Context: an optimization exercise on an open-source flow, tuned for a short achievable clock period and few clock cycles. The choices shown serve that exercise and are no tape-out recipe.
In this exercise RTL edits were held to simulation tests only and were not proved equivalent to the original.
Power is estimated from default activity; no workload was simulated.

## rev 12
==> flow/design.v (excerpt) <==
module micro_riscv_top (
  input  logic        clk_i,
  input  logic        reset_i,
  output logic [31:0] instr_addr_o,
  input  logic [31:0] instr_rdata_i,
  output logic [31:0] data_addr_o,
  input  logic [31:0] data_rdata_i,
  output logic [31:0] data_wdata_o,
  output logic        data_re_o,
  output logic        data_we_o,
  output logic        finish_o
);
Size in the first run: ~9700 cells after synthesis, roughly 170 I/O pins, roughly 91000 um2 of cells after synthesis.
export LEC_CHECK = 0
export CAP_MARGIN = 20
export CELL_PAD_IN_SITES_DETAIL_PLACEMENT = 1
export CELL_PAD_IN_SITES_GLOBAL_PLACEMENT = 2
export CORE_MARGIN = 2
export CORE_UTILIZATION = 25
export SETUP_SLACK_MARGIN = 5
export SLEW_MARGIN = 20
export SYNTH_HIERARCHICAL = 1
create_clock -name core_clock -period 8.0 [get_ports {clk_i}]
run.sh (not shown) runs the stock make flow with config.mk's settings and CLKGATE_MAP_FILE= SYNTH_SCRIPT=/design/flow/synth_recipe.tcl, a recipe that flattens the netlist after the stock synthesis.
Rev 12 was carried through to the last stage, and its layout satisfied the timing, design-rule and antenna checks.
Testbench counts of rev 12, summed over its fixed seeds: cycles 66,291.
--- input diff rev 12..rev 13 ---
diff --git a/flow/design.v b/flow/design.v
--- a/flow/design.v
+++ b/flow/design.v
@@ -765,21 +765,23 @@
   assign r_and = x_a & x_b;
   logic [32*7-1:0] res_d;
   logic [6:0]      res_s;
   assign res_d = {x_link, r_and, r_or, r_xor, dif, adr, sum};
   assign res_s = {x_s_lnk, x_s_and, x_s_or, x_s_xor, x_s_sub, x_s_addi, x_s_add};
   logic [31:0] res;
   ao_sel #(.N(7)) u_res (.d_i(res_d), .s_i(res_s), .or_i(32'd0), .y_o(res));
-  logic [31:0] a_n, b_n;
-  ao_sel #(.N(10)) u_a_n (.d_i({rf_a, pc_f, wb_data, res_d}),
-                          .s_i({a_reg, is_jal, a_wb, {7{a_res}} & res_s}),
-                          .or_i(32'd0), .y_o(a_n));
-  ao_sel #(.N(9))  u_b_n (.d_i({rf_b, wb_data, res_d}),
-                          .s_i({b_reg, b_wb, {7{b_res}} & res_s}),
-                          .or_i(32'd0), .y_o(b_n));
+  logic [31:0] a_n, b_n, a_o, b_o;
+  ao_sel #(.N(9)) u_a_o (.d_i({pc_f, wb_data, res_d}),
+                         .s_i({is_jal, a_wb, {7{a_res}} & res_s}),
+                         .or_i(32'd0), .y_o(a_o));
+  ao_sel #(.N(8)) u_b_o (.d_i({wb_data, res_d}),
+                         .s_i({b_wb, {7{b_res}} & res_s}),
+                         .or_i(32'd0), .y_o(b_o));
+  mux2w #(.W(32)) u_a_n (.s_i(a_reg), .a_i(rf_a), .b_i(a_o), .y_o(a_n));
+  mux2w #(.W(32)) u_b_n (.s_i(b_reg), .a_i(rf_b), .b_i(b_o), .y_o(b_n));
   logic [11:0] xt_lo;
   logic        xt_c;
   logic [19:0] xt_hi;
   logic [31:0] x_alt;
   ks_add_g #(.W(12), .CIN(0)) u_xt_lo (.a_i(x_pcl), .b_i(x_bimm), .sum_o(xt_lo), .cout_o(xt_c));
   mux2w #(.W(20)) u_xt_hi (.s_i(xt_c), .a_i(x_hi_c1), .b_i(x_hi_c0), .y_o(xt_hi));
   assign x_alt = x_pred ? x_link : {xt_hi, xt_lo};
Results
Rev 13: flow completed, timing, DRC and antenna clean. Critical path endpoint = pc_o[19]: rev 12; critical path endpoint = x_lnk: rev 13. Between rev 13 and rev 12, it is rev 13 whose portion of total power attributed to sequential cells is lower, by 1.6 points. Overall power of the completed layout deteriorates in rev 13 relative to rev 12. Status: clock-pin slew on the worst setup and hold paths parity (rev 12, rev 13). Delta (rev 13 minus rev 12): gate count after technology mapping rose 34; overall die height rose about 0.4%. Comparing rev 12 with rev 13, the sequential cell area share came out essentially unchanged. The setup slack at placement in rev 13 sits 0.021 ns below the value recorded for rev 12. Comparing rev 13 with rev 12, the design area came out essentially unchanged. Diff rev 12 -> rev 13: wire length grew by 0.43%, cell count flat, headroom to the max-slew limit picked up an extra 0.49 points.
Testbench counts of rev 13, summed over its fixed seeds: cycles 66,291.


== v13 ==
micro_riscv_top, a different RTL version from the one above (not shown whole).
For scale: roughly 9900 cells after synthesis, about 170 I/O pins, ~89000 um^2 of cells after synthesis.
==> module rf_slice, before the edit <==
module rf_slice #(
  parameter int W = 8
) (
  input  logic [31*W-1:0] regs_i,
  input  logic [4:0]      idx_i,
  output logic [W-1:0]    data_o
);
  logic [4:0] ni;
  for (genvar b = 0; b < 5; b++) begin : g_ni
    g_inv u_i (.a(idx_i[b]), .y(ni[b]));
  end
  logic [7:0] lo_n;
  logic [3:0] hi_n;
  for (genvar j = 0; j < 8; j++) begin : g_lo
    g_nand3 u_n (.a(j[0] ? idx_i[0] : ni[0]), .b(j[1] ? idx_i[1] : ni[1]), .c(j[2] ? idx_i[2] : ni[2]),
                 .y(lo_n[j]));
  end
  for (genvar j = 0; j < 4; j++) begin : g_hi
    g_nand2 u_n (.a(j[0] ? idx_i[3] : ni[3]), .b(j[1] ? idx_i[4] : ni[4]), .y(hi_n[j]));
  end
  logic [31:0] sel [2];
  for (genvar h = 0; h < 2; h++) begin : g_h
    assign sel[h][0] = 1'b0;
    for (genvar k = 1; k < 32; k++) begin : g_sel
      g_nor2 u_s (.a(lo_n[k % 8]), .b(hi_n[k / 8]), .y(sel[h][k]));
    end
  end
  for (genvar b = 0; b < W; b++) begin : g_bit
    logic [31:0] r;
    assign r[0] = 1'b0;
    for (genvar k = 1; k < 32; k++) begin : g_r
      assign r[k] = regs_i[(k-1)*W + b];
    end
    logic [15:0] t;
    for (genvar p = 0; p < 16; p++) begin : g_t
      g_a22oi u_a (.a1(sel[b / (W/2)][2*p]), .a2(r[2*p]), .b1(sel[b / (W/2)][2*p+1]), .b2(r[2*p+1]), .y(t[p]));
    end
    logic [3:0] u;
    for (genvar q = 0; q < 4; q++) begin : g_u
      g_nand4 u_n (.a(t[4*q]), .b(t[4*q+1]), .c(t[4*q+2]), .d(t[4*q+3]), .y(u[q]));
    end
    logic [1:0] v;
    g_nor2  u_v0 (.a(u[0]), .b(u[1]), .y(v[0]));
    g_nor2  u_v1 (.a(u[2]), .b(u[3]), .y(v[1]));
    g_nand2 u_w  (.a(v[0]), .b(v[1]), .y(data_o[b]));
  end
endmodule
Settings: LEC_CHECK=0, CAP_MARGIN=20, CELL_PAD_IN_SITES_DETAIL_PLACEMENT=1, CELL_PAD_IN_SITES_GLOBAL_PLACEMENT=2, CORE_MARGIN=2, CORE_UTILIZATION=25, SETUP_SLACK_MARGIN=5, SLEW_MARGIN=20, SYNTH_HIERARCHICAL=1; clock period 8.0 ns.
Testbench counts of v13, summed over its fixed seeds: cycles 66,291.
The inputs of v27 differ from those of v13 as listed below.
diff --git a/flow/design.v b/flow/design.v
--- a/flow/design.v
+++ b/flow/design.v
@@ -102,14 +102,12 @@
   end
   for (genvar j = 0; j < 4; j++) begin : g_hi
     g_nand2 u_n (.a(j[0] ? idx_i[3] : ni[3]), .b(j[1] ? idx_i[4] : ni[4]), .y(hi_n[j]));
   end
-  logic [31:0] sel [2];
-  for (genvar h = 0; h < 2; h++) begin : g_h
-    assign sel[h][0] = 1'b0;
-    for (genvar k = 1; k < 32; k++) begin : g_sel
-      g_nor2 u_s (.a(lo_n[k % 8]), .b(hi_n[k / 8]), .y(sel[h][k]));
-    end
+  logic [31:0] sel;
+  assign sel[0] = 1'b0;
+  for (genvar k = 1; k < 32; k++) begin : g_sel
+    g_nor2 u_s (.a(lo_n[k % 8]), .b(hi_n[k / 8]), .y(sel[k]));
   end
   for (genvar b = 0; b < W; b++) begin : g_bit
     logic [31:0] r;
     assign r[0] = 1'b0;
@@ -117,9 +115,9 @@
       assign r[k] = regs_i[(k-1)*W + b];
     end
     logic [15:0] t;
     for (genvar p = 0; p < 16; p++) begin : g_t
-      g_a22oi u_a (.a1(sel[b / (W/2)][2*p]), .a2(r[2*p]), .b1(sel[b / (W/2)][2*p+1]), .b2(r[2*p+1]), .y(t[p]));
+      g_a22oi u_a (.a1(sel[2*p]), .a2(r[2*p]), .b1(sel[2*p+1]), .b2(r[2*p+1]), .y(t[p]));
     end
     logic [3:0] u;
     for (genvar q = 0; q < 4; q++) begin : g_u
       g_nand4 u_n (.a(t[4*q]), .b(t[4*q+1]), .c(t[4*q+2]), .d(t[4*q+3]), .y(u[q]));
[summary]
No stage failed in v27, and the final checks on the layout all came back clean. Initial antenna violation count was higher in the run labelled v27. [compare] base=v13 new=v27: final area -3000 um^2; area taken by flip-flops and latches ~0 delta; sequential portion of the cell area +0.80 points; total power -3.4%.
Testbench counts of v27, summed over its fixed seeds: cycles 66,291.

-- re-timing with driven ports --
No port has a modelled driver above. Below, the same layouts with a new extraction and two added sets of constraints.
Step 1, drivers: a clkbuf_16 drives clk_i and a buf_2 each remaining input, both assumed.
Step 2 moves the port delays by t, midway between the first and last clock arrival at a register: inputs arrive t later, outputs are due t later. That takes back most of the time a late clock gives input paths.
Slacks: ideal ports / drivers / drivers and shift; pairs: ideal ports / drivers.
| run | shift t [ns] | slack for setup (ns) | worst hold slack (ns) | latest minus earliest clock arrival (ns) |
|---|---|---|---|---|
| rev 12 | 0.986 | 4.687 / 4.470 / 3.484 | 0.433 / 0.433 / 0.433 | 0.073 / 0.072 |
| rev 13 | 0.999 | 4.665 / 4.466 / 3.467 | 0.430 / 0.430 / 0.430 | 0.097 / 0.098 |
| v13 | 0.984 | 4.912 / 4.720 / 3.736 | 0.476 / 0.476 / 0.476 | 0.063 / 0.064 |
| v27 | 0.960 | 4.924 / 4.719 / 3.760 | 0.426 / 0.426 / 0.426 | 0.112 / 0.113 |
After both steps every run listed still meets setup and hold. For rev 12, which loses most, drivers alone change the setup slack by -0.217 ns; drivers and shift together by -1.203 ns.
